What follows belongs to an exercise in optimizing a design on an open flow for small area, a short achievable clock period and few clock cycles; a production flow would make more cautious choices.
Where RTL was checked, it was by simulation tests only, not by an equivalence proof against the original.
Only the layout flow was run in run 2; the RTL was not checked for function there.

`config.mk`:
```
export PLATFORM = sky130hd
export DESIGN_NAME = antialiased_line_rasterizer_core
export DESIGN_NICKNAME = antialiased_line_rasterizer_core
export VERILOG_FILES = /design/flow/design.v
export SDC_FILE = /design/flow/constraint.sdc
export NUM_CORES = 4
export LEC_CHECK = 0
export ABC_CLOCK_PERIOD_IN_PS = 4500
export CAP_MARGIN = 20
export CORE_MARGIN = 2
export CORE_UTILIZATION = 60
export SETUP_SLACK_MARGIN = 5
export SLEW_MARGIN = 20
```
`constraint.sdc`:
```
create_clock -name core_clock -period 10.5 [get_ports {clk}]
set_input_delay 2.1000 -clock core_clock [delete_from_list [all_inputs] [get_ports {clk}]]
set_output_delay 2.1000 -clock core_clock [all_outputs]
set_load 0.01 [all_outputs]
```
`design.v`:
```
`timescale 1ns / 1ps
module aalr_sqr12 (
    input  logic [11:0] m,
    output logic [23:0] t
);
    wire pp0_1 = m[0] & m[1];
    wire pp0_2 = m[0] & m[2];
    wire pp0_3 = m[0] & m[3];
    wire pp0_4 = m[0] & m[4];
    wire pp0_5 = m[0] & m[5];
    wire pp0_6 = m[0] & m[6];
    wire pp0_7 = m[0] & m[7];
    wire pp0_8 = m[0] & m[8];
    wire pp0_9 = m[0] & m[9];
    wire pp0_10 = m[0] & m[10];
    wire pp0_11 = m[0] & m[11];
    wire pp1_2 = m[1] & m[2];
    wire pp1_3 = m[1] & m[3];
    wire pp1_4 = m[1] & m[4];
    wire pp1_5 = m[1] & m[5];
    wire pp1_6 = m[1] & m[6];
    wire pp1_7 = m[1] & m[7];
    wire pp1_8 = m[1] & m[8];
    wire pp1_9 = m[1] & m[9];
    wire pp1_10 = m[1] & m[10];
    wire pp1_11 = m[1] & m[11];
    wire pp2_3 = m[2] & m[3];
    wire pp2_4 = m[2] & m[4];
    wire pp2_5 = m[2] & m[5];
    wire pp2_6 = m[2] & m[6];
    wire pp2_7 = m[2] & m[7];
    wire pp2_8 = m[2] & m[8];
    wire pp2_9 = m[2] & m[9];
    wire pp2_10 = m[2] & m[10];
    wire pp2_11 = m[2] & m[11];
    wire pp3_4 = m[3] & m[4];
    wire pp3_5 = m[3] & m[5];
    wire pp3_6 = m[3] & m[6];
    wire pp3_7 = m[3] & m[7];
    wire pp3_8 = m[3] & m[8];
    wire pp3_9 = m[3] & m[9];
    wire pp3_10 = m[3] & m[10];
    wire pp3_11 = m[3] & m[11];
    wire pp4_5 = m[4] & m[5];
    wire pp4_6 = m[4] & m[6];
    wire pp4_7 = m[4] & m[7];
    wire pp4_8 = m[4] & m[8];
    wire pp4_9 = m[4] & m[9];
    wire pp4_10 = m[4] & m[10];
    wire pp4_11 = m[4] & m[11];
    wire pp5_6 = m[5] & m[6];
    wire pp5_7 = m[5] & m[7];
    wire pp5_8 = m[5] & m[8];
    wire pp5_9 = m[5] & m[9];
    wire pp5_10 = m[5] & m[10];
    wire pp5_11 = m[5] & m[11];
    wire pp6_7 = m[6] & m[7];
    wire pp6_8 = m[6] & m[8];
    wire pp6_9 = m[6] & m[9];
    wire pp6_10 = m[6] & m[10];
    wire pp6_11 = m[6] & m[11];
    wire pp7_8 = m[7] & m[8];
    wire pp7_9 = m[7] & m[9];
    wire pp7_10 = m[7] & m[10];
    wire pp7_11 = m[7] & m[11];
    wire pp8_9 = m[8] & m[9];
    wire pp8_10 = m[8] & m[10];
    wire pp8_11 = m[8] & m[11];
    wire pp9_10 = m[9] & m[10];
    wire pp9_11 = m[9] & m[11];
    wire pp10_11 = m[10] & m[11];
    wire c1 = pp0_11 ^ pp1_10;
    wire c2 = pp0_11 & pp1_10;
    wire c3 = pp0_7 ^ pp1_6;
    wire c4 = pp0_7 & pp1_6;
    wire c5 = pp0_8 ^ pp1_7;
    wire c6 = pp0_8 & pp1_7;
    wire c7 = pp0_9 ^ pp1_8 ^ pp2_7;
    wire c8 = (pp0_9 & pp1_8) | (pp0_9 & pp2_7) | (pp1_8 & pp2_7);
    wire c9 = pp3_6 ^ pp4_5;
    wire c10 = pp3_6 & pp4_5;
    wire c11 = pp0_10 ^ pp1_9 ^ pp2_8;
    wire c12 = (pp0_10 & pp1_9) | (pp0_10 & pp2_8) | (pp1_9 & pp2_8);
    wire c13 = pp3_7 ^ pp4_6;
    wire c14 = pp3_7 & pp4_6;
    wire c15 = pp2_9 ^ pp3_8 ^ pp4_7;
    wire c16 = (pp2_9 & pp3_8) | (pp2_9 & pp4_7) | (pp3_8 & pp4_7);
    wire c17 = pp5_6 ^ m[6] ^ c1;
    wire c18 = (pp5_6 & m[6]) | (pp5_6 & c1) | (m[6] & c1);
    wire c19 = pp1_11 ^ pp2_10 ^ pp3_9;
    wire c20 = (pp1_11 & pp2_10) | (pp1_11 & pp3_9) | (pp2_10 & pp3_9);
    wire c21 = pp4_8 ^ pp5_7 ^ c2;
    wire c22 = (pp4_8 & pp5_7) | (pp4_8 & c2) | (pp5_7 & c2);
    wire c23 = pp2_11 ^ pp3_10 ^ pp4_9;
    wire c24 = (pp2_11 & pp3_10) | (pp2_11 & pp4_9) | (pp3_10 & pp4_9);
    wire c25 = pp5_8 ^ pp6_7 ^ m[7];
    wire c26 = (pp5_8 & pp6_7) | (pp5_8 & m[7]) | (pp6_7 & m[7]);
    wire c27 = pp3_11 ^ pp4_10 ^ pp5_9;
    wire c28 = (pp3_11 & pp4_10) | (pp3_11 & pp5_9) | (pp4_10 & pp5_9);
    wire c29 = pp4_11 ^ pp5_10 ^ pp6_9;
    wire c30 = (pp4_11 & pp5_10) | (pp4_11 & pp6_9) | (pp5_10 & pp6_9);
    wire c31 = pp0_5 ^ pp1_4;
    wire c32 = pp0_5 & pp1_4;
    wire c33 = pp0_6 ^ pp1_5;
    wire c34 = pp0_6 & pp1_5;
    wire c35 = pp2_5 ^ pp3_4 ^ m[4];
    wire c36 = (pp2_5 & pp3_4) | (pp2_5 & m[4]) | (pp3_4 & m[4]);
    wire c37 = pp2_6 ^ pp3_5 ^ c4;
    wire c38 = (pp2_6 & pp3_5) | (pp2_6 & c4) | (pp3_5 & c4);
    wire c39 = m[5] ^ c6 ^ c7;
    wire c40 = (m[5] & c6) | (m[5] & c7) | (c6 & c7);
    wire c41 = c8 ^ c10 ^ c11;
    wire c42 = (c8 & c10) | (c8 & c11) | (c10 & c11);
    wire c43 = c12 ^ c14 ^ c15;
    wire c44 = (c12 & c14) | (c12 & c15) | (c14 & c15);
    wire c45 = c16 ^ c18 ^ c19;
    wire c46 = (c16 & c18) | (c16 & c19) | (c18 & c19);
    wire c47 = c20 ^ c22 ^ c23;
    wire c48 = (c20 & c22) | (c20 & c23) | (c22 & c23);
    wire c49 = pp6_8 ^ c24 ^ c26;
    wire c50 = (pp6_8 & c24) | (pp6_8 & c26) | (c24 & c26);
    wire c51 = pp7_8 ^ m[8] ^ c28;
    wire c52 = (pp7_8 & m[8]) | (pp7_8 & c28) | (m[8] & c28);
    wire c53 = pp5_11 ^ pp6_10 ^ pp7_9;
    wire c54 = (pp5_11 & pp6_10) | (pp5_11 & pp7_9) | (pp6_10 & pp7_9);
    wire c55 = pp6_11 ^ pp7_10 ^ pp8_9;
    wire c56 = (pp6_11 & pp7_10) | (pp6_11 & pp8_9) | (pp7_10 & pp8_9);
    wire c57 = pp0_3 ^ pp1_2;
    wire c58 = pp0_3 & pp1_2;
    wire c59 = pp0_4 ^ pp1_3;
    wire c60 = pp0_4 & pp1_3;
    wire c61 = pp2_3 ^ m[3] ^ c31;
    wire c62 = (pp2_3 & m[3]) | (pp2_3 & c31) | (m[3] & c31);
    wire c63 = pp2_4 ^ c32 ^ c33;
    wire c64 = (pp2_4 & c32) | (pp2_4 & c33) | (c32 & c33);
    wire c65 = c3 ^ c34 ^ c35;
    wire c66 = (c3 & c34) | (c3 & c35) | (c34 & c35);
    wire c67 = c5 ^ c36 ^ c37;
    wire c68 = (c5 & c36) | (c5 & c37) | (c36 & c37);
    wire c69 = c9 ^ c38 ^ c39;
    wire c70 = (c9 & c38) | (c9 & c39) | (c38 & c39);
    wire c71 = c13 ^ c40 ^ c41;
    wire c72 = (c13 & c40) | (c13 & c41) | (c40 & c41);
    wire c73 = c17 ^ c42 ^ c43;
    wire c74 = (c17 & c42) | (c17 & c43) | (c42 & c43);
    wire c75 = c21 ^ c44 ^ c45;
    wire c76 = (c21 & c44) | (c21 & c45) | (c44 & c45);
    wire c77 = c25 ^ c46 ^ c47;
    wire c78 = (c25 & c46) | (c25 & c47) | (c46 & c47);
    wire c79 = c27 ^ c48 ^ c49;
    wire c80 = (c27 & c48) | (c27 & c49) | (c48 & c49);
    wire c81 = c29 ^ c50 ^ c51;
    wire c82 = (c29 & c50) | (c29 & c51) | (c50 & c51);
    wire c83 = c30 ^ c52 ^ c53;
    wire c84 = (c30 & c52) | (c30 & c53) | (c52 & c53);
    wire c85 = m[9] ^ c54 ^ c55;
    wire c86 = (m[9] & c54) | (m[9] & c55) | (c54 & c55);
    wire c87 = pp7_11 ^ pp8_10 ^ c56;
    wire c88 = (pp7_11 & pp8_10) | (pp7_11 & c56) | (pp8_10 & c56);
    wire c89 = pp8_11 ^ pp9_10 ^ m[10];
    wire c90 = (pp8_11 & pp9_10) | (pp8_11 & m[10]) | (pp9_10 & m[10]);
    wire [23:0] ra = {1'b0, pp10_11, pp9_11, c88, c86, c84, c82, c80, c78, c76, c74, c72, c70, c68, c66, c64, c62, c60, c58, m[2], pp0_2, pp0_1, 1'b0, m[0]};
    wire [23:0] rb = {1'b0, m[11], c90, c89, c87, c85, c83, c81, c79, c77, c75, c73, c71, c69, c67, c65, c63, c61, c59, c57, 1'b0, m[1], 1'b0, 1'b0};
    assign t = ra + rb;
endmodule
module aalr_sqadd12 (
    input  logic [11:0] m,
    input  logic [23:0] a,
    output logic [24:0] t
);
    wire pp0_1 = m[0] & m[1];
    wire pp0_2 = m[0] & m[2];
    wire pp0_3 = m[0] & m[3];
    wire pp0_4 = m[0] & m[4];
    wire pp0_5 = m[0] & m[5];
    wire pp0_6 = m[0] & m[6];
    wire pp0_7 = m[0] & m[7];
    wire pp0_8 = m[0] & m[8];
    wire pp0_9 = m[0] & m[9];
    wire pp0_10 = m[0] & m[10];
    wire pp0_11 = m[0] & m[11];
    wire pp1_2 = m[1] & m[2];
    wire pp1_3 = m[1] & m[3];
    wire pp1_4 = m[1] & m[4];
    wire pp1_5 = m[1] & m[5];
    wire pp1_6 = m[1] & m[6];
    wire pp1_7 = m[1] & m[7];
    wire pp1_8 = m[1] & m[8];
    wire pp1_9 = m[1] & m[9];
    wire pp1_10 = m[1] & m[10];
    wire pp1_11 = m[1] & m[11];
    wire pp2_3 = m[2] & m[3];
    wire pp2_4 = m[2] & m[4];
    wire pp2_5 = m[2] & m[5];
    wire pp2_6 = m[2] & m[6];
    wire pp2_7 = m[2] & m[7];
    wire pp2_8 = m[2] & m[8];
    wire pp2_9 = m[2] & m[9];
    wire pp2_10 = m[2] & m[10];
    wire pp2_11 = m[2] & m[11];
    wire pp3_4 = m[3] & m[4];
    wire pp3_5 = m[3] & m[5];
    wire pp3_6 = m[3] & m[6];
    wire pp3_7 = m[3] & m[7];
    wire pp3_8 = m[3] & m[8];
    wire pp3_9 = m[3] & m[9];
    wire pp3_10 = m[3] & m[10];
    wire pp3_11 = m[3] & m[11];
    wire pp4_5 = m[4] & m[5];
    wire pp4_6 = m[4] & m[6];
    wire pp4_7 = m[4] & m[7];
    wire pp4_8 = m[4] & m[8];
    wire pp4_9 = m[4] & m[9];
    wire pp4_10 = m[4] & m[10];
    wire pp4_11 = m[4] & m[11];
    wire pp5_6 = m[5] & m[6];
    wire pp5_7 = m[5] & m[7];
    wire pp5_8 = m[5] & m[8];
    wire pp5_9 = m[5] & m[9];
    wire pp5_10 = m[5] & m[10];
    wire pp5_11 = m[5] & m[11];
    wire pp6_7 = m[6] & m[7];
    wire pp6_8 = m[6] & m[8];
    wire pp6_9 = m[6] & m[9];
    wire pp6_10 = m[6] & m[10];
    wire pp6_11 = m[6] & m[11];
    wire pp7_8 = m[7] & m[8];
    wire pp7_9 = m[7] & m[9];
    wire pp7_10 = m[7] & m[10];
    wire pp7_11 = m[7] & m[11];
    wire pp8_9 = m[8] & m[9];
    wire pp8_10 = m[8] & m[10];
    wire pp8_11 = m[8] & m[11];
    wire pp9_10 = m[9] & m[10];
    wire pp9_11 = m[9] & m[11];
    wire pp10_11 = m[10] & m[11];
    wire c1 = pp0_9 ^ pp1_8;
    wire c2 = pp0_9 & pp1_8;
    wire c3 = pp0_10 ^ pp1_9;
    wire c4 = pp0_10 & pp1_9;
    wire c5 = pp0_11 ^ pp1_10 ^ pp2_9;
    wire c6 = (pp0_11 & pp1_10) | (pp0_11 & pp2_9) | (pp1_10 & pp2_9);
    wire c7 = pp3_8 ^ pp4_7;
    wire c8 = pp3_8 & pp4_7;
    wire c9 = pp1_11 ^ pp2_10 ^ pp3_9;
    wire c10 = (pp1_11 & pp2_10) | (pp1_11 & pp3_9) | (pp2_10 & pp3_9);
    wire c11 = pp2_11 ^ pp3_10 ^ pp4_9;
    wire c12 = (pp2_11 & pp3_10) | (pp2_11 & pp4_9) | (pp3_10 & pp4_9);
    wire c13 = pp0_5 ^ pp1_4;
    wire c14 = pp0_5 & pp1_4;
    wire c15 = pp0_6 ^ pp1_5;
    wire c16 = pp0_6 & pp1_5;
    wire c17 = pp0_7 ^ pp1_6 ^ pp2_5;
    wire c18 = (pp0_7 & pp1_6) | (pp0_7 & pp2_5) | (pp1_6 & pp2_5);
    wire c19 = pp3_4 ^ m[4];
    wire c20 = pp3_4 & m[4];
    wire c21 = pp0_8 ^ pp1_7 ^ pp2_6;
    wire c22 = (pp0_8 & pp1_7) | (pp0_8 & pp2_6) | (pp1_7 & pp2_6);
    wire c23 = pp3_5 ^ a[9];
    wire c24 = pp3_5 & a[9];
    wire c25 = pp2_7 ^ pp3_6 ^ pp4_5;
    wire c26 = (pp2_7 & pp3_6) | (pp2_7 & pp4_5) | (pp3_6 & pp4_5);
    wire c27 = m[5] ^ a[10] ^ c1;
    wire c28 = (m[5] & a[10]) | (m[5] & c1) | (a[10] & c1);
    wire c29 = pp2_8 ^ pp3_7 ^ pp4_6;
    wire c30 = (pp2_8 & pp3_7) | (pp2_8 & pp4_6) | (pp3_7 & pp4_6);
    wire c31 = a[11] ^ c2 ^ c3;
    wire c32 = (a[11] & c2) | (a[11] & c3) | (c2 & c3);
    wire c33 = pp5_6 ^ m[6] ^ a[12];
    wire c34 = (pp5_6 & m[6]) | (pp5_6 & a[12]) | (m[6] & a[12]);
    wire c35 = c4 ^ c5 ^ c7;
    wire c36 = (c4 & c5) | (c4 & c7) | (c5 & c7);
    wire c37 = pp4_8 ^ pp5_7 ^ a[13];
    wire c38 = (pp4_8 & pp5_7) | (pp4_8 & a[13]) | (pp5_7 & a[13]);
    wire c39 = c6 ^ c8 ^ c9;
    wire c40 = (c6 & c8) | (c6 & c9) | (c8 & c9);
    wire c41 = pp5_8 ^ pp6_7 ^ m[7];
    wire c42 = (pp5_8 & pp6_7) | (pp5_8 & m[7]) | (pp6_7 & m[7]);
    wire c43 = a[14] ^ c10 ^ c11;
    wire c44 = (a[14] & c10) | (a[14] & c11) | (c10 & c11);
    wire c45 = pp3_11 ^ pp4_10 ^ pp5_9;
    wire c46 = (pp3_11 & pp4_10) | (pp3_11 & pp5_9) | (pp4_10 & pp5_9);
    wire c47 = pp6_8 ^ a[15] ^ c12;
    wire c48 = (pp6_8 & a[15]) | (pp6_8 & c12) | (a[15] & c12);
    wire c49 = pp4_11 ^ pp5_10 ^ pp6_9;
    wire c50 = (pp4_11 & pp5_10) | (pp4_11 & pp6_9) | (pp5_10 & pp6_9);
    wire c51 = pp7_8 ^ m[8] ^ a[16];
    wire c52 = (pp7_8 & m[8]) | (pp7_8 & a[16]) | (m[8] & a[16]);
    wire c53 = pp5_11 ^ pp6_10 ^ pp7_9;
    wire c54 = (pp5_11 & pp6_10) | (pp5_11 & pp7_9) | (pp6_10 & pp7_9);
    wire c55 = pp6_11 ^ pp7_10 ^ pp8_9;
    wire c56 = (pp6_11 & pp7_10) | (pp6_11 & pp8_9) | (pp7_10 & pp8_9);
    wire c57 = pp0_3 ^ pp1_2;
    wire c58 = pp0_3 & pp1_2;
    wire c59 = pp0_4 ^ pp1_3;
    wire c60 = pp0_4 & pp1_3;
    wire c61 = pp2_3 ^ m[3] ^ a[6];
    wire c62 = (pp2_3 & m[3]) | (pp2_3 & a[6]) | (m[3] & a[6]);
    wire c63 = pp2_4 ^ a[7] ^ c14;
    wire c64 = (pp2_4 & a[7]) | (pp2_4 & c14) | (a[7] & c14);
    wire c65 = a[8] ^ c16 ^ c17;
    wire c66 = (a[8] & c16) | (a[8] & c17) | (c16 & c17);
    wire c67 = c18 ^ c20 ^ c21;
    wire c68 = (c18 & c20) | (c18 & c21) | (c20 & c21);
    wire c69 = c22 ^ c24 ^ c25;
    wire c70 = (c22 & c24) | (c22 & c25) | (c24 & c25);
    wire c71 = c26 ^ c28 ^ c29;
    wire c72 = (c26 & c28) | (c26 & c29) | (c28 & c29);
    wire c73 = c30 ^ c32 ^ c33;
    wire c74 = (c30 & c32) | (c30 & c33) | (c32 & c33);
    wire c75 = c34 ^ c36 ^ c37;
    wire c76 = (c34 & c36) | (c34 & c37) | (c36 & c37);
    wire c77 = c38 ^ c40 ^ c41;
    wire c78 = (c38 & c40) | (c38 & c41) | (c40 & c41);
    wire c79 = c42 ^ c44 ^ c45;
    wire c80 = (c42 & c44) | (c42 & c45) | (c44 & c45);
    wire c81 = c46 ^ c48 ^ c49;
    wire c82 = (c46 & c48) | (c46 & c49) | (c48 & c49);
    wire c83 = a[17] ^ c50 ^ c52;
    wire c84 = (a[17] & c50) | (a[17] & c52) | (c50 & c52);
    wire c85 = m[9] ^ a[18] ^ c54;
    wire c86 = (m[9] & a[18]) | (m[9] & c54) | (a[18] & c54);
    wire c87 = pp7_11 ^ pp8_10 ^ a[19];
    wire c88 = (pp7_11 & pp8_10) | (pp7_11 & a[19]) | (pp8_10 & a[19]);
    wire c89 = pp8_11 ^ pp9_10 ^ m[10];
    wire c90 = (pp8_11 & pp9_10) | (pp8_11 & m[10]) | (pp9_10 & m[10]);
    wire c91 = pp0_1 ^ m[1];
    wire c92 = pp0_1 & m[1];
    wire c93 = pp0_2 ^ a[3];
    wire c94 = pp0_2 & a[3];
    wire c95 = m[2] ^ a[4] ^ c57;
    wire c96 = (m[2] & a[4]) | (m[2] & c57) | (a[4] & c57);
    wire c97 = a[5] ^ c58 ^ c59;
    wire c98 = (a[5] & c58) | (a[5] & c59) | (c58 & c59);
    wire c99 = c13 ^ c60 ^ c61;
    wire c100 = (c13 & c60) | (c13 & c61) | (c60 & c61);
    wire c101 = c15 ^ c62 ^ c63;
    wire c102 = (c15 & c62) | (c15 & c63) | (c62 & c63);
    wire c103 = c19 ^ c64 ^ c65;
    wire c104 = (c19 & c64) | (c19 & c65) | (c64 & c65);
    wire c105 = c23 ^ c66 ^ c67;
    wire c106 = (c23 & c66) | (c23 & c67) | (c66 & c67);
    wire c107 = c27 ^ c68 ^ c69;
    wire c108 = (c27 & c68) | (c27 & c69) | (c68 & c69);
    wire c109 = c31 ^ c70 ^ c71;
    wire c110 = (c31 & c70) | (c31 & c71) | (c70 & c71);
    wire c111 = c35 ^ c72 ^ c73;
    wire c112 = (c35 & c72) | (c35 & c73) | (c72 & c73);
    wire c113 = c39 ^ c74 ^ c75;
    wire c114 = (c39 & c74) | (c39 & c75) | (c74 & c75);
    wire c115 = c43 ^ c76 ^ c77;
    wire c116 = (c43 & c76) | (c43 & c77) | (c76 & c77);
    wire c117 = c47 ^ c78 ^ c79;
    wire c118 = (c47 & c78) | (c47 & c79) | (c78 & c79);
    wire c119 = c51 ^ c80 ^ c81;
    wire c120 = (c51 & c80) | (c51 & c81) | (c80 & c81);
    wire c121 = c53 ^ c82 ^ c83;
    wire c122 = (c53 & c82) | (c53 & c83) | (c82 & c83);
    wire c123 = c55 ^ c84 ^ c85;
    wire c124 = (c55 & c84) | (c55 & c85) | (c84 & c85);
    wire c125 = c56 ^ c86 ^ c87;
    wire c126 = (c56 & c86) | (c56 & c87) | (c86 & c87);
    wire c127 = a[20] ^ c88 ^ c89;
    wire c128 = (a[20] & c88) | (a[20] & c89) | (c88 & c89);
    wire c129 = pp9_11 ^ a[21] ^ c90;
    wire c130 = (pp9_11 & a[21]) | (pp9_11 & c90) | (a[21] & c90);
    wire c131 = pp10_11 ^ m[11] ^ a[22];
    wire c132 = (pp10_11 & m[11]) | (pp10_11 & a[22]) | (m[11] & a[22]);
    wire [24:0] ra = {1'b0, a[23], c130, c128, c126, c124, c122, c120, c118, c116, c114, c112, c110, c108, c106, c104, c102, c100, c98, c96, c94, c92, a[2], a[1], m[0]};
    wire [24:0] rb = {1'b0, c132, c131, c129, c127, c125, c123, c121, c119, c117, c115, c113, c111, c109, c107, c105, c103, c101, c99, c97, c95, c93, c91, 1'b0, a[0]};
    assign t = ra + rb;
endmodule
`timescale 1ns / 1ps
module antialiased_line_rasterizer_core #(
    parameter int COORD_BITS = 12,
    parameter int FRAC_BITS  = 12
) (
    input  logic clk,
    input  logic rst_n,
    input  logic s_axis_tvalid,
    output logic s_axis_tready,
    input  logic [((4*COORD_BITS+7)/8)*8-1:0] s_axis_tdata,
    input  logic s_axis_tuser,
    output logic m_axis_tvalid,
    input  logic m_axis_tready,
    output logic [((2*COORD_BITS+48+7)/8)*8-1:0] m_axis_tdata,
    output logic m_axis_tlast,
    input  logic cfg_we,
    input  logic [23:0] cfg_wdata
);
    logic [23:0] stroke_reg;
    always_ff @(posedge clk or negedge rst_n)
    begin
        if (!rst_n)
            stroke_reg <= '0;
        else if (cfg_we)
            stroke_reg <= cfg_wdata;
    end
    logic        f1_v, f1_user;
    logic        p_occ;
    logic [12:0] fe_rem;         
    logic [12:0] p_owed, a_owed;
    logic        s1_v, out_v;
    logic [3:0]  e_ph;           
    logic        e_done, e_last;
    logic        p_dy0, p_deq;           
    assign e_last = (e_ph == 4'd14);        
    assign e_done = (e_ph[3:1] == 3'b111) || p_dy0 || p_deq;
    logic f1_start, p_busy, p_free;
    assign f1_start = f1_v && !f1_user;
    assign p_busy   = p_occ || f1_start;
    assign p_free   = !p_busy || (p_occ && e_done && (a_owed == '0));
    assign s_axis_tready = s_axis_tuser || p_free;
    logic in_acc;
    assign in_acc = s_axis_tvalid && s_axis_tready;
    logic [11:0] p_xs, p_ys, p_dx, p_dy;
    logic        p_bx, p_by;
    logic [12:0] in_dx, in_dy;
    logic        f_ok;
    assign in_dx = {1'b0, s_axis_tdata[35:24]} - {1'b0, s_axis_tdata[11:0]};
    assign in_dy = {1'b0, s_axis_tdata[47:36]} - {1'b0, s_axis_tdata[23:12]};
    assign f_ok  = !p_bx && !p_by && (p_dy <= p_dx);
    logic p_load, step_inc, inc_p, inc_a;
    assign p_load   = f1_start && f_ok;
    assign step_inc = f1_v && f1_user && (fe_rem != '0);
    assign inc_p    = step_inc && p_occ;
    assign inc_a    = step_inc && !p_occ;
    logic en, issue, xfer;
    assign en    = !out_v || m_axis_tready;
    assign issue = en && (a_owed != '0);
    assign xfer  = p_occ && e_done && ((a_owed == '0) || ((a_owed == 13'd1) && en));
    logic [12:0] a_owed_inc, a_owed_dec;
    assign a_owed_inc = a_owed + {12'd0, inc_a};
    assign a_owed_dec = inc_a ? a_owed : (a_owed - 13'd1);
    always_ff @(posedge clk or negedge rst_n)
    begin
        if (!rst_n)
        begin
            f1_v   <= 1'b0;
            f1_user <= 1'b0;
            p_occ  <= 1'b0;
            fe_rem <= '0;
            p_owed <= '0;
            a_owed <= '0;
            s1_v   <= 1'b0;
            out_v  <= 1'b0;
        end
        else
        begin
            f1_v <= in_acc;
            f1_user <= s_axis_tuser;
            if (p_load)
                fe_rem <= {1'b0, p_dx} + 13'd1;
            else if (step_inc)
                fe_rem <= fe_rem - 13'd1;
            if (p_load)
                p_occ <= 1'b1;
            else if (xfer)
                p_occ <= 1'b0;
            if (p_load || xfer)
                p_owed <= '0;
            else if (inc_p)
                p_owed <= p_owed + 13'd1;
            if (xfer)
                a_owed <= p_owed + {12'd0, inc_p};
            else if (issue)
                a_owed <= a_owed_dec;
            else
                a_owed <= a_owed_inc;
            if (en)
            begin
                s1_v <= issue;
                out_v <= s1_v;
            end
        end
    end
    logic [24:0] e_R, e_S;
    logic [1:0]  e_pair;
    logic [11:0] e_rx, e_ry;
    logic [12:0] e_remx, e_remy;
    logic [24:0] sq_out;
    aalr_sqadd12 u_esq (
        .m(e_ph[0] ? p_dy : p_dx),
        .a(e_ph[0] ? e_R[23:0] : 24'd0),
        .t(sq_out)
    );
    logic [26:0] dv1, dv2;
    logic [24:0] dr1, dr2;
    logic        dq1, dq2;
    assign dv1 = {1'b0, e_R, 1'b0} - {2'b00, e_S};
    assign dq1 = !dv1[26];
    assign dr1 = dq1 ? dv1[24:0] : {e_R[23:0], 1'b0};
    assign dv2 = {1'b0, dr1, 1'b0} - {2'b00, e_S};
    assign dq2 = !dv2[26];
    assign dr2 = dq2 ? dv2[24:0] : {dr1[23:0], 1'b0};
    logic [14:0] sx_r, sy_r;
    logic [15:0] sx_d, sy_d;
    logic        sx_ok, sy_ok;
    assign sx_r  = {e_remx, e_pair};
    assign sy_r  = {e_remy, ~e_pair};
    assign sx_d  = {1'b0, sx_r} - {2'b00, e_rx, 2'b01};
    assign sy_d  = {1'b0, sy_r} - {2'b00, e_ry, 2'b01};
    assign sx_ok = !sx_d[15];
    assign sy_ok = !sy_d[15];
    always_ff @(posedge clk)
    begin
        if (f1_start)
        begin
            p_dy0 <= (p_dy == '0);
            p_deq <= (p_dy == p_dx);
        end
        if (p_free)
        begin
            p_xs <= s_axis_tdata[11:0];
            p_ys <= s_axis_tdata[23:12];
            p_dx <= in_dx[11:0];
            p_dy <= in_dy[11:0];
            p_bx <= in_dx[12];
            p_by <= in_dy[12];
        end
        if (p_free)
            e_ph <= '0;
        else if (e_ph != 4'd15)
        begin
            e_ph <= e_ph + 4'd1;
            if (e_ph == 4'd0)
            begin
                e_rx <= '0;
                e_ry <= '0;
                e_remx <= '0;
                e_remy <= '0;
            end
            if (e_ph == 4'd0)
                e_R <= sq_out;
            else if (e_ph == 4'd1)
                e_S <= sq_out;
            else if (e_ph <= 4'd13)
            begin
                e_R <= dr2;
                e_pair <= {dq1, dq2};
            end
            if (e_ph >= 4'd3)
            begin
                e_remx <= sx_ok ? sx_d[12:0] : sx_r[12:0];
                e_rx <= {e_rx[10:0], sx_ok};
                e_remy <= sy_ok ? sy_d[12:0] : sy_r[12:0];
                e_ry <= {e_ry[10:0], sy_ok};
            end
        end
    end
    logic [11:0] f_rx, f_ry;
    assign f_rx = e_last ? {e_rx[10:0], sx_ok} : e_rx;
    assign f_ry = e_last ? {e_ry[10:0], sy_ok} : e_ry;
    logic        p_dx0;
    logic [12:0] u_across;
    logic [11:0] u_along;
    assign p_dx0 = (p_dx == '0);
    assign u_across = p_dy0 ? (p_dx0 ? 13'd0 : 13'd4096) :
                      p_deq ? 13'd2896 : {1'b0, f_rx};
    assign u_along  = p_dy0 ? 12'd0 : p_deq ? 12'd2896 : f_ry;
    logic [11:0] a_x, a_y, a_rem, a_dy;
    logic signed [14:0] a_dec;
    logic signed [12:0] a_dmdx;
    logic signed [15:0] a_d;
    logic [12:0] a_across;
    logic [11:0] a_along;
    logic a_pos;
    assign a_pos = !a_dec[14] && (a_dec != '0);
    logic signed [16:0] d_sum;
    logic signed [15:0] d_next;
    assign d_sum = {a_d[15], a_d} + {5'd0, a_along}
                 + (a_pos ? ~{4'd0, a_across} : 17'd0) + {16'd0, a_pos};
    assign d_next = (d_sum > 17'sd32767) ? 16'sh7fff :
                    (d_sum < -17'sd32768) ? 16'sh8000 : d_sum[15:0];
    always_ff @(posedge clk)
    begin
        if (xfer)
        begin
            a_x <= p_xs;
            a_y <= p_ys;
            a_rem <= p_dx;
            a_dy <= p_dy;
            a_dmdx <= $signed({1'b0, p_dy}) - $signed({1'b0, p_dx});
            a_dec <= $signed({2'b00, p_dy, 1'b0}) - $signed({3'b000, p_dx});
            a_d <= '0;
            a_across <= u_across;
            a_along <= u_along;
        end
        else if (issue)
        begin
            a_x <= a_x + 12'd1;
            a_rem <= a_rem - 12'd1;
            a_d <= d_next;
            if (a_pos)
            begin
                a_y <= a_y + 12'd1;
                a_dec <= a_dec + {a_dmdx[12], a_dmdx, 1'b0};
            end
            else
                a_dec <= a_dec + {2'b00, a_dy, 1'b0};
        end
    end
    logic signed [16:0] r_up, r_dn;
    assign r_up = {a_d[15], a_d} + $signed({4'd0, a_across});
    assign r_dn = {a_d[15], a_d} - $signed({4'd0, a_across});
    function automatic logic [11:0] mag(input logic [16:0] r);
        logic [11:0] n;
        n = ~r[11:0] + 12'd1;
        if (r[16])
            mag = ((&r[15:12]) && (|r[11:0])) ? n : 12'hfff;
        else
            mag = (|r[15:12]) ? 12'hfff : r[11:0];
    endfunction
    logic [11:0] s1_up, s1_mid, s1_dn;
    logic [11:0] s1_x, s1_y;
    logic        s1_last;
    logic [23:0] t_up, t_mid, t_dn;
    aalr_sqr12 u_sq_up  (.m(s1_up),  .t(t_up));
    aalr_sqr12 u_sq_mid (.m(s1_mid), .t(t_mid));
    aalr_sqr12 u_sq_dn  (.m(s1_dn),  .t(t_dn));
    function automatic logic [16:0] covq(input logic [23:0] t);
        covq = {(t[7:0] > t[15:8]), t[15:8], t[23:16]};
    endfunction
    function automatic logic [7:0] alpha(input logic [16:0] q);
        logic c;
        c = (q[15:8] > q[7:0]) || ((q[15:8] == q[7:0]) && q[16]);
        alpha = ~q[7:0] - {7'd0, c};
    endfunction
    logic [16:0] o_up, o_mid, o_dn;
    logic [11:0] o_x, o_y;
    logic        o_last;
    always_ff @(posedge clk)
    begin
        if (en)
        begin
            s1_up <= mag(r_up);
            s1_mid <= mag({a_d[15], a_d});
            s1_dn <= mag(r_dn);
            s1_x <= a_x;
            s1_y <= a_y;
            s1_last <= (a_rem == '0);
            o_up <= covq(t_up);
            o_mid <= covq(t_mid);
            o_dn <= covq(t_dn);
            o_x <= s1_x;
            o_y <= s1_y;
            o_last <= s1_last;
        end
    end
    assign m_axis_tvalid = out_v;
    assign m_axis_tdata  = {stroke_reg, alpha(o_dn), alpha(o_mid), alpha(o_up), o_y, o_x};
    assign m_axis_tlast  = o_last;
endmodule
```
`flow/run.sh`:
```
#!/bin/bash
set -euo pipefail
bash standard.sh "BUFFER_PORTS_ARGS=-buffer_cell sky130_fd_sc_hd__buf_1" SETUP_SLACK_MARGIN=5.5 finish > standard_make.log 2>&1
```
`standard.sh`:
```
#!/bin/bash
# synth_recipe.tcl (not shown) runs the flow's synth.tcl, then flattens the netlist and writes it again
# the make line also repeats each setting of config.mk as NAME=value (left out here)
make -C /OpenROAD-flow-scripts/flow DESIGN_CONFIG=/design/flow/config.mk WORK_HOME=/design/flow/orfs CLKGATE_MAP_FILE= SYNTH_SCRIPT=/design/flow/synth_recipe.tcl "${@:-finish}"
```
==> results of run 1 <==
## worst max path at each step
stage	start	end	slack, ps	cells after the start
after floorplan	m_axis_tready	a_owed[2]$_DFFE_PN0P_	4830	9
after global placement	e_R[4]$_DFFE_PP_	e_R[21]$_DFFE_PP_	4340	21
after detailed placement	e_ph[0]$_SDFFE_PP0N_	e_R[21]$_DFFE_PP_	4340	21
after CTS	e_R[4]$_DFFE_PP_	e_R[21]$_DFFE_PP_	5180	20
after global routing	e_ph[0]$_SDFFE_PP0N_	e_R[21]$_DFFE_PP_	5050	22
final	p_dx[9]$_DFFE_PP_	e_R[21]$_DFFE_PP_	5200	21
## metrics by stage
stage | worst slack, ps | instance area (um2) | instances | util (%)
floorplan | 4830 | 40900 | 4321 | -
global placement | 4340 | 42100 | 5224 | 62.9
detailed placement | 4340 | 42100 | 5224 | 62.9
CTS | 5180 | 45300 | 5410 | 67.8
global route | 5050 | 46400 | 5483 | 69.4
finish | 5200 | 46400 | 5483 | 69.4
## layer usage
metal | track usage, % | wire, um
met5 | 0 | 0
met1 | 38.8 | 44300
met3 | 3.21 | 4650
met2 | 46.4 | 46100
met4 | 9.59 | 3630
## kinds of logic (layout without fill, tap and decap cells)
logic type      Yosys count  after routing  synth area share, %
xor+xnor                321            321                 6.95
compound gates          860            862                 13.7
fa+ha+maj               554            554                 20.0
mux                      82             82                 2.18
flops                   480            480                 34.3
simple gates           1387           1389                 16.8
buf+inv                 637            922                 6.05
## final cells by class
class / count / share of cell area, %
Clock buffer: 77 / 3.28
Clock inverter: 26 / 0.601
Tap cell: 873 / 2.35
Sequential cell: 480 / 29.9
Timing Repair Buffer: 330 / 4.72
Inverter: 489 / 4.03
Multi-Input combinational cell: 3208 / 55.1
## synthesized netlist by cell type (all sizes together), types with 28 or more instances
cell / count
edfxtp: 392
nand3: 96
mux2: 42
and3: 39
and2: 185
mux2i: 40
o21a: 49
a21oi: 255
nor3: 90
nand2b: 58
a21boi: 28
xor2: 117
a31oi: 57
a21o: 79
clkbuf: 127
nor2: 373
fa: 160
or3: 38
inv: 488
nand2: 337
ha: 379
nor2b: 60
dfrtp: 68
o21ai: 186
xnor2: 204
## worst max-delay path: stages, from the launching register on
cell and delay (ps):
edfxtp_1 550, mux2i_2 210, buf_4 160, buf_6 110
nor2_1 40, ha_1 320, fa_2 350, fa_1 510
inv_1 50, fa_1 480, inv_2 50, ha_4 240
a21o_1 160, a21o_1 170, a221o_1 350, a31oi_4 200
o21ai_2 100, o31a_1 310, o21a_1 200, nor2_2 120
xnor2_2 90, mux2_4 270
## repair_timing
action | in CTS | in global routing
pin swaps | 78 | 76
gates resized for setup | 164 | 101
endpoints found under the hold margin | 0 | 0
setup buffers | 75 | 73
endpoints found under the setup margin | 77 | 74
hold buffers | 0 | 0
gates cloned | 8 | 0
==> flow_summary_export.csv, run 1 <==
group,metric,value,unit
floorplanning,core-area,0.0669,mm2
clock_network,cts_tree,"built",
placed_design,gp_congestion,0.932,
setup_path,rrSetupSlack,5200,ps
timing,finClkSkew,23.3,ps
floorplanning,die_x,264,um
setup_path,crit_required,10870,ps
logic_synthesis,ys_seq_elements,480,
min_path,hold_class,"reg2reg",
clock_network,clk_pin_slew,60,ps
setup_path,reg2reg_depth,21,
grt,grt_pass1_wl,160,mm
min_path,hold_depth,0,
routing,drt-pass1-iter-count,6,
logic_synthesis,synth_cell_types,100,
setup_path,r2r-end,"e_R[21]$_DFFE_PP_",
timing,hold_viol,0,
final_layout,antenna_cells,0,
final_layout,fin_nets,5181,
timing,maxSlewViolCount,0,
clock_network,cts.sinks,480,
routing,avgRoutedWirePerCell,18.0,um
logic_synthesis,async_flop_share,14.2,%
timing,fin_crit_sh,50.5,%
logic_synthesis,syn_nets,4938,
clock_network,cts_buffer_depth,3,
floorplanning,die-area,0.0695,mm2
setup_path,worstPathArrival,5670,ps
grt,overflow,0,
logic_synthesis,yosysTopAreaCellShare,29.1,%
routing,wl,98.7,mm
final_layout,mostFrequentLayoutCells,"472 x inv_1, 392 x edfxtp_1, 365 x nor2_1, 347 x ha_1, 318 x nand2_1",
grt,grt_pass1_vias,30300,
logic_synthesis,syn_avg_cell_area,9.36,um2
floorplanning,io_pins,153,
timing,period_minus_slack,5300,ps
final_layout,regArea,0.0139,mm2
floorplanning,initial_core_util,60.4,%
min_path,worstHoldStart,"s1_y[9]$_DFFE_PN_",
min_path,holdPathEnd,"o_y[9]$_DFFE_PN_",
clock_network,cts_root_buf,"clkbuf_16",
final_layout,final_layout_size_suffix_gt1_share,12.7,%
setup_path,cp_max_fo,6,
grt,antenna_found_initial,0,
logic_synthesis,synth.largest_area_cell,"edfxtp_1",
grt,grt_start_max_net_pins,84,
floorplanning,die_h,264,um
routing,drc,0,
timing,setup_tns,0,ps
timing,fmax,0.189,GHz
placed_design,hpwlAfterDp,70.6,mm
clock_network,cts_buffers,55,
logic_synthesis,yosysWarnings,1,
routing,drt-initial-drc-count,2068,
flow_run,max_cap_violations,0,
logic_synthesis,yosys-top-cells-area,"edfxtp_1 29%, ha_1 12%, fa_1 7.9%, inv_1 4.5%, xnor2_1 4.4%",
setup_path,reg2reg_from,"p_dx[9]$_DFFE_PP_",
final_layout,layout_commonest_cell,"inv_1",
setup_path,end_kind,"flop",
clock_network,clk_latency,630,ps
setup_path,worstSetupPathType,"reg2reg",
final_layout,multiInputGateArea,0.0256,mm2
timing,slew-limit-headroom,26.4,%
logic_synthesis,syn_area,0.0404,mm2
placed_design,place.port_buffers,152,
final_layout,area_growth,14.8,%
setup_path,start_kind,"flop",
routing,vias_per_cell,5.72,
timing,worst_slew_pin_slew,1100,ps
logic_synthesis,synth_flop_cell,"edfxtp_1",
timing,holdWs,415,ps
logic_synthesis,synth_cells,4321,
timing,rsz0062_at_grt,"yes",
logic_synthesis,yosysSeqAreaShare,34.3,%
floorplanning,rows,95,
final_layout,nFillCells,5334,
logic_synthesis,synth-edff-count,392,
routing,ant_nets,0,
status,status,"finished clean",
timing,setup_viol,0,
clock_network,cts_max_level,2,
routing,via_count,31300,
grt,grtUsageTotal,28.2,%
Testbench counts, summed over its fixed seeds: cycles 18,817.
==> run 2, diff against run 1 <==
--- a/design.v
+++ b/design.v
@@ -618,15 +618,15 @@
     aalr_sqr12 u_sq_up  (.m(s1_up),  .t(t_up));
     aalr_sqr12 u_sq_mid (.m(s1_mid), .t(t_mid));
     aalr_sqr12 u_sq_dn  (.m(s1_dn),  .t(t_dn));
-    function automatic logic [16:0] covq(input logic [23:0] t);
-        covq = {(t[7:0] > t[15:8]), t[15:8], t[23:16]};
+    function automatic logic [10:0] covq(input logic [23:0] t);
+        covq = {(t[7:0] > t[15:8]), (t[15:8] == t[23:16]), (t[15:8] > t[23:16]), t[23:16]};
     endfunction
-    function automatic logic [7:0] alpha(input logic [16:0] q);
+    function automatic logic [7:0] alpha(input logic [10:0] q);
         logic c;
-        c = (q[15:8] > q[7:0]) || ((q[15:8] == q[7:0]) && q[16]);
+        c = q[8] || (q[9] && q[10]);
         alpha = ~q[7:0] - {7'd0, c};
     endfunction
-    logic [16:0] o_up, o_mid, o_dn;
+    logic [10:0] o_up, o_mid, o_dn;
     logic [11:0] o_x, o_y;
     logic        o_last;
     always_ff @(posedge clk)
==> flow/run.sh (replaced) <==
#!/bin/bash
# Own layout flow: the standard layout (standard.sh, unchanged synthesis
# and steps) with plain sky130_fd_sc_hd__buf_1 cells as the port buffers
# instead of the default delay buffers. make's full output goes to
# standard_make.log here; ORFS keeps each step's log under orfs/logs.
set -euo pipefail
bash standard.sh "BUFFER_PORTS_ARGS=-buffer_cell sky130_fd_sc_hd__buf_1" finish > standard_make.log 2>&1
--- a/config.mk
+++ b/config.mk
@@ -9,5 +9,7 @@
 export CAP_MARGIN = 20
 export CORE_MARGIN = 2
 export CORE_UTILIZATION = 60
+export CTS_CLUSTER_DIAMETER = 80
+export CTS_CLUSTER_SIZE = 30
 export SETUP_SLACK_MARGIN = 5
 export SLEW_MARGIN = 20
==> run 2 against run 1 <==
- critical endpoint is now e_R[12]$_DFFE_PP_
- via count down 3.8%
- design area down 5.7%
- largest cell class unchanged
- still clean on timing, DRC and antenna
- non-clock buffer count down 53
- clock skew up 21 ps
==> flow_summary_export.csv, run 2 <==
group,metric,value,unit
status,status,"finished clean",
logic_synthesis,synth-edff-count,374,
final_layout,final_layout_size_suffix_gt1_share,7.89,%
grt,grt_pass1_vias,29200,
setup_path,r2r-end,"e_R[12]$_DFFE_PP_",
clock_network,holdBufCountCts,0,
logic_synthesis,yosys-top-cells-area,"edfxtp_1 28%, ha_1 12%, fa_1 8.0%, inv_1 4.4%, xnor2_1 4.4%",
timing,slew-limit-headroom,29.7,%
setup_path,reg2reg_from,"e_R[6]$_DFFE_PP_",
setup_path,critPathLaunch,"e_R[6]$_DFFE_PP_",
routing,ant_nets,0,
routing,drt-pass1-iter-count,5,
min_path,worstHoldStart,"s1_x[11]$_DFFE_PN_",
final_layout,layout_commonest_cell,"inv_1",
routing,vias_per_cell,5.65,
final_layout,fin_nets,5063,
grt,antenna_found_initial,0,
logic_synthesis,yosysSeqAreaShare,33.5,%
placed_design,placedCellCount,5177,
routing,drt-initial-drc-count,1778,
routing,wl_met3,2.67,mm
final_layout,mostFrequentLayoutCells,"468 x inv_1, 380 x nor2_1, 374 x edfxtp_1, 358 x ha_1, 326 x nand2_1",
timing,holdWs,425,ps
routing,wl,89.7,mm
logic_synthesis,ys_seq_elements,462,
timing,maxSlewViolCount,0,
logic_synthesis,syn_avg_cell_area,9.32,um2
min_path,hold_class,"reg2reg",
final_layout,antenna_cells,0,
logic_synthesis,syn_area,0.0398,mm2
clock_network,cts_buffer_depth,3,
timing,setup_viol,0,
floorplanning,core-area,0.0657,mm2
setup_path,start_kind,"flop",
setup_path,rrSetupSlack,5000,ps
logic_synthesis,yosysTopAreaCellShare,28.2,%
grt,overflow,0,
setup_path,worstSetupPathType,"reg2reg",
timing,finClkSkew,44.2,ps
timing,worst_slew_pin_slew,1050,ps
timing,period_minus_slack,5500,ps
logic_synthesis,syn_nets,4888,
flow_run,max_cap_violations,0,
logic_synthesis,synth.most_common_cell,"inv_1",
final_layout,stdcell_count,5336,
floorplanning,die_h,262,um
final_layout,area_growth,9.93,%
floorplanning,die-area,0.0684,mm2
logic_synthesis,yosysWarnings,1,
clock_network,cts_root_buf,"clkbuf_16",
placed_design,place.port_buffers,152,
clock_network,cts_buffers,35,
timing,fmax,0.182,GHz
floorplanning,die_x,262,um
placed_design,hpwlAfterDp,66.6,mm
logic_synthesis,synth_flop_cell,"edfxtp_1",
timing,setup_ws,5000,ps
routing,avgRoutedWirePerCell,16.8,um
timing,rsz0062_at_grt,"yes",
setup_path,worstPathArrival,5800,ps
setup_path,cp_max_fo,19,
routing,via_count,30200,
routing,wl_met1,38.8,mm
setup_path,crit_required,10810,ps
logic_synthesis,synth_cell_types,91,
floorplanning,initial_core_util,60.6,%
clock_network,cts_max_level,2,
routing,wl_met2,45.4,mm
routing,drc,0,
floorplanning,rows,94,
logic_synthesis,synth_top_cells_by_count,"472 x inv_1, 383 x nor2_1, 379 x ha_1, 374 x edfxtp_1, 328 x nand2_1",
min_path,holdPathEnd,"o_x[11]$_DFFE_PN_",
placed_design,gp_congestion,0.887,
clock_network,cts.sinks,462,
setup_path,reg2reg_depth,21,
clock_network,clk_pin_slew,100,ps
grt,grt_pass1_wl,145,mm
min_path,hold_depth,0,
setup_path,end_kind,"flop",
floorplanning,io_pins,153,
routing,highest_layer,"met4",
timing,fin_crit_sh,52.3,%
clock_network,cts_tree,"built",
timing,hold_viol,0,
final_layout,utilization,66.6,%
timing,setup_tns,0,ps
placed_design,place_ws,3860,ps
grt,grt_start_max_net_pins,68,
clock_network,clk_latency,610,ps
logic_synthesis,synth.largest_area_cell,"edfxtp_1",
logic_synthesis,async_flop_share,14.7,%
grt,grtUsageTotal,26.1,%
logic_synthesis,synth_cells,4271,
run 2: cell count changes in the layout (fill, tap and decap cells not counted), moves of 20 or more:
cell       before  now
buf_4         153  113
o21ai_0       161  190
nor3_1         67   87
clkbuf_16      57   37
xor2_1        116  141
run 2: stage by stage:
stage               area (um2)
finish                   43800
global route             43800
CTS                      43000
detailed placement       41200
global placement         41200
floorplan                39900
run 2: how the worst max path moves through the flow:
stage | endpoint | cells past startpoint
2_1_floorplan | e_R[23]$_DFFE_PP_ | 22
3_3_place_gp | e_R[1]$_DFFE_PP_ | 21
3_5_place_dp | e_R[15]$_DFFE_PP_ | 20
4_1_cts | o_up[8]$_DFFE_PN_ | 20
5_1_grt | e_R[1]$_DFFE_PP_ | 20
6_report | e_R[12]$_DFFE_PP_ | 21
run 2: kinds of logic after synthesis:
logic type	after synthesis	synth area share, %
xor+xnor	343	7.56
mux	92	2.44
flops	462	33.5
compound gates	849	13.6
buf+inv	614	5.97
simple gates	1357	16.6
fa+ha+maj	554	20.3
run 2: final cells by class:
| class | count | area (um2) |
|---|---|---|
| clock buffer | 41 | 961 |
| tap | 864 | 1080 |
| fill | 5481 | 22000 |
| multi-input combinational | 3195 | 24700 |
| timing repair buffer | 277 | 1660 |
| inverter | 475 | 1790 |
| clock inverter | 22 | 285 |
| sequential | 462 | 13300 |
run 2: per-layer routing:
metal  global-route usage (%)  vias up
met4                     8.52        0
met5                        0        -
met3                     2.43      160
met1                     32.7    14400
li1                         -    15100
met2                     47.2      475
run 2: repair_timing:
action / in CTS / in global routing
resized for setup: 31 / 82
endpoints found under the setup margin: 35 / 45
cloned: 3 / 0
pin swaps: 4 / 21
setup buffers: 38 / 55
run 2: critical path, stage by stage (launching register included):
cell	delay, ps
edfxtp_1	450
ha_4	260
a2111o_1	450
o2111ai_2	280
a21oi_4	110
a2111oi_4	460
o21ai_4	130
buf_12	170
buf_8	130
a21oi_1	210
ha_1	310
o21a_1	250
o31ai_4	110
a31oi_4	170
o211ai_1	320
a21oi_2	120
o211ai_1	280
o311ai_4	200
buf_12	170
bufbuf_16	290
o21ai_0	250
a21oi_1	110

static timing again, ports no longer ideal:
The flow's constraints put no driver on any port. The routed layouts listed below were extracted and timed again, unchanged, in two steps. Step 1, drivers: a clkbuf_16 drives clk and a buf_2 each remaining input, both assumed. Step 2, shift: input delay + t, output delay - t, t = (earliest + latest rising clock arrival at the registers) / 2. This alone moves slack from input paths to output paths. Slacks: ideal ports / drivers / drivers and shift; pairs: ideal ports / drivers.
| run | t, ns | setup slack, ns | worst hold slack (ns) |
|---|---|---|---|
| run 1 | 0.678 | 5.200 / 5.200 / 5.200 | 0.415 / 0.415 / 0.415 |
| run 2 | 0.651 | 5.004 / 5.004 / 5.004 | 0.425 / 0.425 / 0.425 |
After both steps every run listed still meets setup and hold.
